Context: an optimization exercise on an open-source flow, tuned for a short achievable clock period. The choices shown serve that exercise and are no tape-out recipe.
In this exercise RTL edits were held to simulation tests only and were not proved equivalent to the original.
The flow treats the clock pin as an ideal source, which a real chip does not have.
No activity file was given, so power comes from the tool's default toggle rates.

==> trial 3: inputs <==
==> flow/design.v <==
package rv_pkg;
	typedef enum logic [6:0] {
		OPC_REG    = 7'b0110011,
		OPC_IMM    = 7'b0010011,
		OPC_LUI    = 7'b0110111,
		OPC_LOAD   = 7'b0000011,
		OPC_STORE  = 7'b0100011,
		OPC_BRANCH = 7'b1100011,
		OPC_JAL    = 7'b1101111,
		OPC_JALR   = 7'b1100111,
		OPC_AUIPC  = 7'b0010111
	} opcode_e;
	typedef enum logic [1:0] {
		ALU_NONE = 2'd0,
		ALU_REG  = 2'd1,
		ALU_IMM  = 2'd2,
		ALU_LUI  = 2'd3
	} alu_op_e;
	typedef struct packed {
		logic                   valid;
		alu_op_e                op;
		logic [2:0]             funct3;
		logic                   alt;
		logic [5-1:0]  rs1;
		logic [5-1:0]  rs2;
		logic [5-1:0]  rd;
		logic [32-1:0]    imm;
	} decoded_t;
	typedef struct packed {
		logic                   valid;
		logic [5-1:0]  rd;
		logic [32-1:0]    data;
	} wb_t;
endpackage
module rf_dec2 (
	input  logic [1:0] i_a,
	output logic [3:0] o_sel
);
	always_comb begin
		for (int j = 0; j < 4; j++) begin
			o_sel[j] = (i_a == 2'(j));
		end
	end
endmodule
module rf_dec3 (
	input  logic [2:0] i_a,
	output logic [7:0] o_sel
);
	always_comb begin
		for (int j = 0; j < 8; j++) begin
			o_sel[j] = (i_a == 3'(j));
		end
	end
endmodule
module rf_sel4 (
	input  logic [3:0] i_sel,
	input  logic [3:0] i_d,
	output logic       o_q
);
	assign o_q = |(i_sel & i_d);
endmodule
module rf_sel8 (
	input  logic [7:0] i_sel,
	input  logic [7:0] i_d,
	output logic       o_q
);
	assign o_q = |(i_sel & i_d);
endmodule
module rf_dbg_bit (
	input  logic [4:0]              i_addr,
	input  logic [32-1:0] i_d,
	output logic                    o_q
);
	logic [3:0] lo;
	logic [7:0] hi;
	logic [7:0] grp;
	rf_dec2 u_lo (
		.i_a   (i_addr[1:0]),
		.o_sel (lo)
	);
	rf_dec3 u_hi (
		.i_a   (i_addr[4:2]),
		.o_sel (hi)
	);
	for (genvar g = 0; g < 8; g++) begin : g_grp
		rf_sel4 u_sel4 (
			.i_sel (lo),
			.i_d   (i_d[4*g +: 4]),
			.o_q   (grp[g])
		);
	end
	rf_sel8 u_sel8 (
		.i_sel (hi),
		.i_d   (grp),
		.o_q   (o_q)
	);
endmodule
module rv_core_top (
	input  logic                  clk,
	input  logic                  reset,
	output logic [32-1:0]   o_pc_addr,
	output logic                  o_pc_rd,
	input  logic [32-1:0]   i_pc_rddata,
	input  logic [5-1:0] i_dbg_addr,
	output logic [32-1:0]   o_dbg_data
);
	localparam int XL = 32;
	localparam int NR = 32;
	logic fetch_pending;
	always_ff @(posedge clk) begin
		if (reset) begin
			o_pc_rd   <= 1'b0;
			o_pc_addr <= 32'h0000_0000;
		end else begin
			o_pc_rd <= 1'b1;
			if (o_pc_rd) begin
				o_pc_addr <= o_pc_addr + 4;
			end
		end
	end
	logic [XL-1:0] ir;
	logic          ir_valid;
	logic          d_bx1;       
	logic          d_bx2;
	logic          d_fe1;       
	logic          d_fe2;
	logic          e_wr;
	logic [4:0]    e_rd;
	logic [XL-1:0] e_a;
	logic [XL-1:0] e_b;
	logic [4:0]    e_sh;        
	logic          e_sra;
	logic          s_add, s_sub, s_sll, s_slt, s_sltu, s_xor, s_srx, s_or, s_and, s_lui;
	logic [XL-1:0] x_data;
	logic [NR-1:1] x_we;
	logic [XL-1:0] regs [1:NR-1];
	logic [4:0] in_rs1;
	logic [4:0] in_rs2;
	logic       d_wr;
	logic [4:0] d_rd;
	assign in_rs1 = i_pc_rddata[19:15];
	assign in_rs2 = i_pc_rddata[24:20];
	always_ff @(posedge clk) begin
		if (reset) begin
			fetch_pending <= 1'b0;
			ir_valid      <= 1'b0;
		end else begin
			fetch_pending <= o_pc_rd;
			ir_valid      <= fetch_pending;
		end
		ir <= i_pc_rddata;
		d_fe1 <= !reset && d_wr && (d_rd == in_rs1);
		d_fe2 <= !reset && d_wr && (d_rd == in_rs2);
		d_bx1 <= !reset && e_wr && (e_rd == in_rs1);
		d_bx2 <= !reset && e_wr && (e_rd == in_rs2);
	end
	always_ff @(posedge clk) begin
		for (int i = 1; i < NR; i++) begin
			if (reset) begin
				regs[i] <= '0;
			end else if (x_we[i]) begin
				regs[i] <= x_data;
			end
		end
	end
	logic [XL-1:0] regs_z [0:NR-1];
	always_comb begin
		regs_z[0] = '0;
		for (int i = 1; i < NR; i++) begin
			regs_z[i] = regs[i];
		end
	end
	for (genvar b = 0; b < XL; b++) begin : g_dbg
		logic [NR-1:0] col;
		for (genvar i = 0; i < NR; i++) begin : g_col
			assign col[i] = regs_z[i][b];
		end
		rf_dbg_bit u_bit (
			.i_addr (i_dbg_addr),
			.i_d    (col),
			.o_q    (o_dbg_data[b])
		);
	end
	logic [6:0]    opc;
	logic [2:0]    f3;
	logic          d_is_reg;
	logic          d_is_imm;
	logic          d_is_lui;
	logic          d_alu;
	logic [XL-1:0] d_imm;
	logic [XL-1:0] d_rs1_val;
	logic [XL-1:0] d_rs2_val;
	logic [XL-1:0] d_a;
	logic [XL-1:0] d_b;
	logic          d_shift;
	logic [XL-1:0] result;
	assign opc      = ir[6:0];
	assign f3       = ir[14:12];
	assign d_rd     = ir[11:7];
	assign d_is_reg = (opc == 7'b0110011);
	assign d_is_imm = (opc == 7'b0010011);
	assign d_is_lui = (opc == 7'b0110111);
	assign d_alu    = d_is_reg || d_is_imm;
	assign d_wr     = ir_valid && (d_alu || d_is_lui) && (d_rd != 5'd0);
	assign d_shift  = d_alu && (f3[1:0] == 2'b01);
	assign d_imm    = d_is_lui ? {ir[31:12], 12'b0} : {{(XL-12){ir[31]}}, ir[31:20]};
	assign d_rs1_val = d_bx1 ? x_data : regs_z[ir[19:15]];
	assign d_rs2_val = d_bx2 ? x_data : regs_z[ir[24:20]];
	assign d_a       = d_rs1_val;
	assign d_b       = d_is_reg ? d_rs2_val : d_imm;
	always_ff @(posedge clk) begin
		if (reset) begin
			e_wr <= 1'b0;
		end else begin
			e_wr <= d_wr;
		end
		e_rd  <= d_rd;
		e_sra <= ir[30];
		e_a <= d_fe1 ? result : d_a;
		e_b <= (d_is_reg && d_fe2) ? result : d_b;
		if (!d_shift) begin
			e_sh <= 5'd0;
		end else if (d_is_reg && d_fe2) begin
			e_sh <= result[4:0];
		end else begin
			e_sh <= d_b[4:0];
		end
		s_lui  <= d_is_lui;
		s_add  <= d_alu && (f3 == 3'b000) && !(d_is_reg && ir[30]);
		s_sub  <= d_alu && (f3 == 3'b000) && (d_is_reg && ir[30]);
		s_sll  <= d_alu && (f3 == 3'b001);
		s_slt  <= d_alu && (f3 == 3'b010);
		s_sltu <= d_alu && (f3 == 3'b011);
		s_xor  <= d_alu && (f3 == 3'b100);
		s_srx  <= d_alu && (f3 == 3'b101);
		s_or   <= d_alu && (f3 == 3'b110);
		s_and  <= d_alu && (f3 == 3'b111);
	end
	logic [XL-1:0] sum;
	logic [XL:0]   diff;
	logic          ltu;
	logic          lts;
	logic [XL-1:0] sll;
	logic [XL-1:0] srx;
	assign sum  = e_a + e_b;
	assign diff = {1'b0, e_a} - {1'b0, e_b};
	assign ltu  = diff[XL];
	assign lts  = (e_a[XL-1] != e_b[XL-1]) ? e_a[XL-1] : diff[XL-1];
	assign sll  = e_a << e_sh;
	assign srx  = $signed({e_sra && e_a[XL-1], e_a}) >>> e_sh;
	always_comb begin
		result = ({XL{s_add}}  & sum)
		       | ({XL{s_sub}}  & diff[XL-1:0])
		       | ({XL{s_sll}}  & sll)
		       | ({XL{s_slt}}  & {{(XL-1){1'b0}}, lts})
		       | ({XL{s_sltu}} & {{(XL-1){1'b0}}, ltu})
		       | ({XL{s_xor}}  & (e_a ^ e_b))
		       | ({XL{s_srx}}  & srx)
		       | ({XL{s_or}}   & (e_a | e_b))
		       | ({XL{s_and}}  & (e_a & e_b))
		       | ({XL{s_lui}}  & e_b);
	end
	always_ff @(posedge clk) begin
		x_data <= result;
		for (int i = 1; i < NR; i++) begin
			x_we[i] <= !reset && e_wr && (e_rd == 5'(i));
		end
	end
endmodule
==> flow/flow/run.sh <==
#!/bin/bash
# The standard layout, with one synthesis change: adders are left to abc as
# plain gates (ADDER_MAP_FILE empty) instead of being mapped to the slow
# fa/ha cells. Registers and their names are the standard synthesis's.
set -uo pipefail
bash standard.sh ADDER_MAP_FILE= finish > make_finish.log 2>&1
==> flow/standard.sh <==
#!/bin/bash
# synth_recipe.tcl (not shown) runs the flow's synth.tcl, then flattens the netlist and writes it again
# the make line also repeats each setting of config.mk as NAME=value (left out here)
make -C /OpenROAD-flow-scripts/flow DESIGN_CONFIG=/design/flow/config.mk WORK_HOME=/design/flow/orfs CLKGATE_MAP_FILE= SYNTH_SCRIPT=/design/flow/synth_recipe.tcl "${@:-finish}"
==> flow/config.mk <==
export PLATFORM = sky130hd
export DESIGN_NAME = rv_core_top
export DESIGN_NICKNAME = rv_core_top
export VERILOG_FILES = /design/flow/design.v
export SDC_FILE = /design/flow/constraint.sdc
export NUM_CORES = 4
export LEC_CHECK = 0
export CAP_MARGIN = 20
export CORE_MARGIN = 2
export CORE_UTILIZATION = 45
export SETUP_SLACK_MARGIN = 3.3
export SLEW_MARGIN = 20
export SYNTH_HIERARCHICAL = 1
export SYNTH_MINIMUM_KEEP_SIZE = 0
export TNS_END_PERCENT = 100
==> flow/constraint.sdc <==
create_clock -name core_clock -period 7.5 [get_ports {clk}]
set_input_delay 1.5000 -clock core_clock [delete_from_list [all_inputs] [get_ports {clk}]]
set_output_delay 1.5000 -clock core_clock [all_outputs]
set_load 0.01 [all_outputs]
==> inputs of build 53, as changes to trial 3 <==
--- a/flow/design.v
+++ b/flow/design.v
@@ -96,4 +96,24 @@
 	);
 endmodule
+module rf_rd_bit (
+	input  logic [3:0]              i_lo,
+	input  logic [7:0]              i_hi,
+	input  logic [32-1:0] i_d,
+	output logic                    o_q
+);
+	logic [7:0] grp;
+	for (genvar g = 0; g < 8; g++) begin : g_grp
+		rf_sel4 u_sel4 (
+			.i_sel (i_lo),
+			.i_d   (i_d[4*g +: 4]),
+			.o_q   (grp[g])
+		);
+	end
+	rf_sel8 u_sel8 (
+		.i_sel (i_hi),
+		.i_d   (grp),
+		.o_q   (o_q)
+	);
+endmodule
 module rv_core_top (
 	input  logic                  clk,
@@ -125,4 +145,8 @@
 	logic          d_fe1;       
 	logic          d_fe2;
+	logic [3:0]    d_lo1;       
+	logic [7:0]    d_hi1;       
+	logic [3:0]    d_lo2;
+	logic [7:0]    d_hi2;
 	logic          e_wr;
 	logic [4:0]    e_rd;
@@ -154,4 +178,12 @@
 		d_bx1 <= !reset && e_wr && (e_rd == in_rs1);
 		d_bx2 <= !reset && e_wr && (e_rd == in_rs2);
+		for (int j = 0; j < 4; j++) begin
+			d_lo1[j] <= (in_rs1[1:0] == 2'(j));
+			d_lo2[j] <= (in_rs2[1:0] == 2'(j));
+		end
+		for (int j = 0; j < 8; j++) begin
+			d_hi1[j] <= (in_rs1[4:2] == 3'(j));
+			d_hi2[j] <= (in_rs2[4:2] == 3'(j));
+		end
 	end
 	always_ff @(posedge clk) begin
@@ -165,4 +197,6 @@
 	end
 	logic [XL-1:0] regs_z [0:NR-1];
+	logic [XL-1:0] d_rd1;
+	logic [XL-1:0] d_rd2;
 	always_comb begin
 		regs_z[0] = '0;
@@ -180,4 +214,16 @@
 			.i_d    (col),
 			.o_q    (o_dbg_data[b])
+		);
+		rf_rd_bit u_rd1 (
+			.i_lo (d_lo1),
+			.i_hi (d_hi1),
+			.i_d  (col),
+			.o_q  (d_rd1[b])
+		);
+		rf_rd_bit u_rd2 (
+			.i_lo (d_lo2),
+			.i_hi (d_hi2),
+			.i_d  (col),
+			.o_q  (d_rd2[b])
 		);
 	end
@@ -205,6 +251,6 @@
 	assign d_shift  = d_alu && (f3[1:0] == 2'b01);
 	assign d_imm    = d_is_lui ? {ir[31:12], 12'b0} : {{(XL-12){ir[31]}}, ir[31:20]};
-	assign d_rs1_val = d_bx1 ? x_data : regs_z[ir[19:15]];
-	assign d_rs2_val = d_bx2 ? x_data : regs_z[ir[24:20]];
+	assign d_rs1_val = d_bx1 ? x_data : d_rd1;
+	assign d_rs2_val = d_bx2 ? x_data : d_rd2;
 	assign d_a       = d_rs1_val;
 	assign d_b       = d_is_reg ? d_rs2_val : d_imm;
==> flow/flow/run.sh (replaced) <==
#!/bin/bash
# The standard layout, with three changes:
# - synthesis leaves adders to abc as plain gates (ADDER_MAP_FILE empty)
#   instead of mapping them to the slow fa/ha cells; registers and their
#   names are the standard synthesis's;
# - before IO placement, flow/pins.tcl puts the debug address pins in the
#   middle of the bottom edge;
# - after clock tree synthesis, flow/obufs.tcl moves each debug data output
#   buffer next to its driver and repairs timing again.
set -uo pipefail
export PRE_IO_PLACEMENT_TCL="$PWD/flow/pins.tcl"
export POST_CTS_TCL="$PWD/flow/obufs.tcl"
bash standard.sh ADDER_MAP_FILE= PRE_IO_PLACEMENT_TCL="$PWD/flow/pins.tcl" POST_CTS_TCL="$PWD/flow/obufs.tcl" finish > make_finish.log 2>&1
==> flow/flow/obufs.tcl (new file) <==
# After clock tree synthesis: move the buffer of each debug data output next
# to the gate that drives it. The select network ends in the middle of the
# register file, far from the pins; with the buffer beside its driver, the
# buffer (sized by the repair below) drives the long wire to the pin instead
# of the small last gate of the select network. Every output keeps its own
# buffer. Then legalize, repair timing again and legalize, as cts.tcl does.
set block [ord::get_db_block]
set moved 0
foreach bterm [$block getBTerms] {
  if {![string match "o_dbg_data*" [$bterm getName]]} { continue }
  set net [$bterm getNet]
  set buf ""
  foreach it [$net getITerms] {
    if {[$it isOutputSignal]} { set buf [$it getInst] }
  }
  if {$buf eq ""} { continue }
  set drv ""
  foreach it [$buf getITerms] {
    if {[$it isInputSignal]} {
      foreach jt [[$it getNet] getITerms] {
        if {[$jt isOutputSignal]} { set drv [$jt getInst] }
      }
    }
  }
  if {$drv eq ""} { continue }
  set d [$drv getLocation]
  set b [$buf getLocation]
  set nx [expr {int([lindex $d 0] + 0.05 * ([lindex $b 0] - [lindex $d 0]))}]
  set ny [expr {int([lindex $d 1] + 0.05 * ([lindex $b 1] - [lindex $d 1]))}]
  $buf setLocation $nx $ny
  incr moved
}
puts "obufs.tcl: moved $moved output buffers"
detailed_placement
estimate_parasitics -placement
repair_timing_helper
detailed_placement
check_placement -verbose
==> flow/flow/pins.tcl (new file) <==
# The debug address pins fan out to every bit slice of the register file,
# which fills the core: put them in the middle of the bottom edge, the point
# of the boundary nearest to all slices, instead of wherever the pin placer
# lands them. All other pins are placed as usual.
set die [ord::get_die_area]
set x0 [lindex $die 0]
set x1 [lindex $die 2]
set lo [expr {$x0 + 0.42 * ($x1 - $x0)}]
set hi [expr {$x0 + 0.58 * ($x1 - $x0)}]
set_io_pin_constraint \
	-pin_names {i_dbg_addr[0] i_dbg_addr[1] i_dbg_addr[2] i_dbg_addr[3] i_dbg_addr[4]} \
	-region bottom:$lo-$hi
==> inputs of build 36, as changes to trial 3 <==
--- a/flow/design.v
+++ b/flow/design.v
@@ -96,4 +96,24 @@
 	);
 endmodule
+module rf_rd_bit (
+	input  logic [3:0]              i_lo,
+	input  logic [7:0]              i_hi,
+	input  logic [32-1:0] i_d,
+	output logic                    o_q
+);
+	logic [7:0] grp;
+	for (genvar g = 0; g < 8; g++) begin : g_grp
+		rf_sel4 u_sel4 (
+			.i_sel (i_lo),
+			.i_d   (i_d[4*g +: 4]),
+			.o_q   (grp[g])
+		);
+	end
+	rf_sel8 u_sel8 (
+		.i_sel (i_hi),
+		.i_d   (grp),
+		.o_q   (o_q)
+	);
+endmodule
 module rv_core_top (
 	input  logic                  clk,
@@ -125,4 +145,8 @@
 	logic          d_fe1;       
 	logic          d_fe2;
+	logic [3:0]    d_lo1;       
+	logic [7:0]    d_hi1;       
+	logic [3:0]    d_lo2;
+	logic [7:0]    d_hi2;
 	logic          e_wr;
 	logic [4:0]    e_rd;
@@ -154,4 +178,12 @@
 		d_bx1 <= !reset && e_wr && (e_rd == in_rs1);
 		d_bx2 <= !reset && e_wr && (e_rd == in_rs2);
+		for (int j = 0; j < 4; j++) begin
+			d_lo1[j] <= (in_rs1[1:0] == 2'(j));
+			d_lo2[j] <= (in_rs2[1:0] == 2'(j));
+		end
+		for (int j = 0; j < 8; j++) begin
+			d_hi1[j] <= (in_rs1[4:2] == 3'(j));
+			d_hi2[j] <= (in_rs2[4:2] == 3'(j));
+		end
 	end
 	always_ff @(posedge clk) begin
@@ -165,4 +197,6 @@
 	end
 	logic [XL-1:0] regs_z [0:NR-1];
+	logic [XL-1:0] d_rd1;
+	logic [XL-1:0] d_rd2;
 	always_comb begin
 		regs_z[0] = '0;
@@ -180,4 +214,16 @@
 			.i_d    (col),
 			.o_q    (o_dbg_data[b])
+		);
+		rf_rd_bit u_rd1 (
+			.i_lo (d_lo1),
+			.i_hi (d_hi1),
+			.i_d  (col),
+			.o_q  (d_rd1[b])
+		);
+		rf_rd_bit u_rd2 (
+			.i_lo (d_lo2),
+			.i_hi (d_hi2),
+			.i_d  (col),
+			.o_q  (d_rd2[b])
 		);
 	end
@@ -205,6 +251,6 @@
 	assign d_shift  = d_alu && (f3[1:0] == 2'b01);
 	assign d_imm    = d_is_lui ? {ir[31:12], 12'b0} : {{(XL-12){ir[31]}}, ir[31:20]};
-	assign d_rs1_val = d_bx1 ? x_data : regs_z[ir[19:15]];
-	assign d_rs2_val = d_bx2 ? x_data : regs_z[ir[24:20]];
+	assign d_rs1_val = d_bx1 ? x_data : d_rd1;
+	assign d_rs2_val = d_bx2 ? x_data : d_rd2;
 	assign d_a       = d_rs1_val;
 	assign d_b       = d_is_reg ? d_rs2_val : d_imm;
==> flow/flow/run.sh (replaced) <==
#!/bin/bash
# The standard layout, with three changes:
# - synthesis leaves adders to abc as plain gates (ADDER_MAP_FILE empty)
#   instead of mapping them to the slow fa/ha cells; registers and their
#   names are the standard synthesis's;
# - before IO placement, flow/pins.tcl puts the debug address pins in the
#   middle of the bottom edge;
# - after clock tree synthesis, flow/obufs.tcl moves each debug data output
#   buffer next to its driver and repairs timing again.
set -uo pipefail
export PRE_IO_PLACEMENT_TCL="$PWD/flow/pins.tcl"
export POST_CTS_TCL="$PWD/flow/obufs.tcl"
bash standard.sh ADDER_MAP_FILE= PRE_IO_PLACEMENT_TCL="$PWD/flow/pins.tcl" POST_CTS_TCL="$PWD/flow/obufs.tcl" finish > make_finish.log 2>&1
==> flow/flow/obufs.tcl (new file) <==
# After clock tree synthesis: move the buffer of each debug data output next
# to the gate that drives it. The select network ends in the middle of the
# register file, far from the pins; with the buffer beside its driver, the
# buffer (sized by the repair below) drives the long wire to the pin instead
# of the small last gate of the select network. Every output keeps its own
# buffer. Then legalize, repair timing again and legalize, as cts.tcl does.
set block [ord::get_db_block]
set moved 0
foreach bterm [$block getBTerms] {
  if {![string match "o_dbg_data*" [$bterm getName]]} { continue }
  set net [$bterm getNet]
  set buf ""
  foreach it [$net getITerms] {
    if {[$it isOutputSignal]} { set buf [$it getInst] }
  }
  if {$buf eq ""} { continue }
  set drv ""
  foreach it [$buf getITerms] {
    if {[$it isInputSignal]} {
      foreach jt [[$it getNet] getITerms] {
        if {[$jt isOutputSignal]} { set drv [$jt getInst] }
      }
    }
  }
  if {$drv eq ""} { continue }
  set d [$drv getLocation]
  set b [$buf getLocation]
  set nx [expr {int([lindex $d 0] + 0.05 * ([lindex $b 0] - [lindex $d 0]))}]
  set ny [expr {int([lindex $d 1] + 0.05 * ([lindex $b 1] - [lindex $d 1]))}]
  $buf setLocation $nx $ny
  incr moved
}
puts "obufs.tcl: moved $moved output buffers"
detailed_placement
estimate_parasitics -placement
repair_timing_helper
detailed_placement
check_placement -verbose
==> flow/flow/pins.tcl (new file) <==
# The debug address pins fan out to every bit slice of the register file,
# which fills the core: put them in the middle of the bottom edge, the point
# of the boundary nearest to all slices, instead of wherever the pin placer
# lands them. All other pins are placed as usual.
set die [ord::get_die_area]
set x0 [lindex $die 0]
set x1 [lindex $die 2]
set lo [expr {$x0 + 0.42 * ($x1 - $x0)}]
set hi [expr {$x0 + 0.58 * ($x1 - $x0)}]
set_io_pin_constraint \
	-pin_names {i_dbg_addr[0] i_dbg_addr[1] i_dbg_addr[2] i_dbg_addr[3] i_dbg_addr[4]} \
	-region bottom:$lo-$hi
Settings changed: CORE_UTILIZATION 45 to 50.
==> key figures <==
Detailed routing
  • Metal-1 WL: 130400 um

Logic synthesis
  • Complex-gate fraction of the synthesized area: 0.2497
  • Mux share of post-synthesis cell area: 0.1714
  • Yosys cell types: 91
  • Post-Synth Adder-Cell Area: 0.004485
  • Mapped Cells: 8541

Outcome
  • Status: finished clean

Clocking
  • Worst-Skew Late Latency: 830 ps

Die
  • DIE AREA: 163800 um2

Global routing
  • GRT met3 Usage: 0.1158

Final layout
  • Flip-flop and latch count: 1234
  • Share of cells above drive strength 1: 0.1435

Placement
  • Area after DPL: 75750 um2

Power
  • P_leak: 30.11 nW
  • Pint: 11.25 mW
  • Share of total power in combinational logic: 0.080

Critical path
  • Crit-path cells: buf_16 > buf_16 > buf_6 > buf_6 > nor2_4 > buf_12 > a22oi_2 > nand2_1 > a22oi_2 > nand4_1 > buf_6
That was build 53.
==> key figures <==
Outcome
  • Status: finished clean

Logic synthesis
  • Complex-gate fraction of the synthesized area: 0.2497
  • Post-Synth Adder-Cell Area: 0.004485

Final layout
  • Share of cells above drive strength 1: 0.1401
  • Flip-flop and latch count: 1234

Power
  • Pint: 11.19 mW
  • Share of total power in combinational logic: 0.083
  • P_leak: 30.15 nW

Clocking
  • Worst-Skew Late Latency: 820 ps

Placement
  • Area after DPL: 75570 um2

Detailed routing
  • Metal-1 WL: 130200 um
That was build 36.
==> key figures <==
Logic synthesis
  • Yosys cell types: 96
  • Mux share of post-synthesis cell area: 0.1703
  • Post-Synth Adder-Cell Area: 0.003882

Final layout
  • Flip-flop and latch count: 1210
  • Share of cells above drive strength 1: 0.1596

Die
  • DIE AREA: 160000 um2

Power
  • Pint: 11.05 mW
  • P_leak: 28.60 nW

Outcome
  • Status: finished clean

Global routing
  • GRT met3 Usage: 0.2260

Critical path
  • Crit-path cells: buf_16 > buf_12 > nor2_2 > a22oi_1 > nand2_1 > a22oi_2 > nand4_1 > buf_2
That was trial 3.

[re-timing with driven ports]
The flow's constraints put no driver on any port. The routed layouts listed below were extracted and timed again, unchanged, in two steps. Step 1, drivers: a clkbuf_16 drives clk and a buf_2 each remaining input, both assumed. Step 2 times the ports against the registers' clock, not the clock port: input delays grow and output delays shrink by t, the midpoint of the rising clock arrivals with the driver on. Slacks: ideal / step 1 / step 2; pairs: ideal / step 1.
| run | t, ns | setup WS [ns] | worst hold slack (ns) | slew at the worst register clock pin (ns) | worst slew at a driven data input, ns |
|---|---|---|---|---|---|
| trial 3 | 0.891 | 2.842 / 2.314 / 2.314 | 0.417 / 0.417 / 0.417 | 0.07 / 0.07 | 0.63 |
| build 53 | 0.889 | 3.092 / 2.523 / 2.523 | 0.440 / 0.440 / 0.440 | 0.07 / 0.07 | 0.69 |
| build 36 | 0.861 | 3.042 / 2.485 / 2.485 | 0.438 / 0.438 / 0.438 | 0.07 / 0.07 | 0.68 |
After both steps setup and hold are still met in every run listed. For build 53, which loses most, drivers alone change the setup slack by -0.569 ns; drivers and shift together by -0.569 ns.
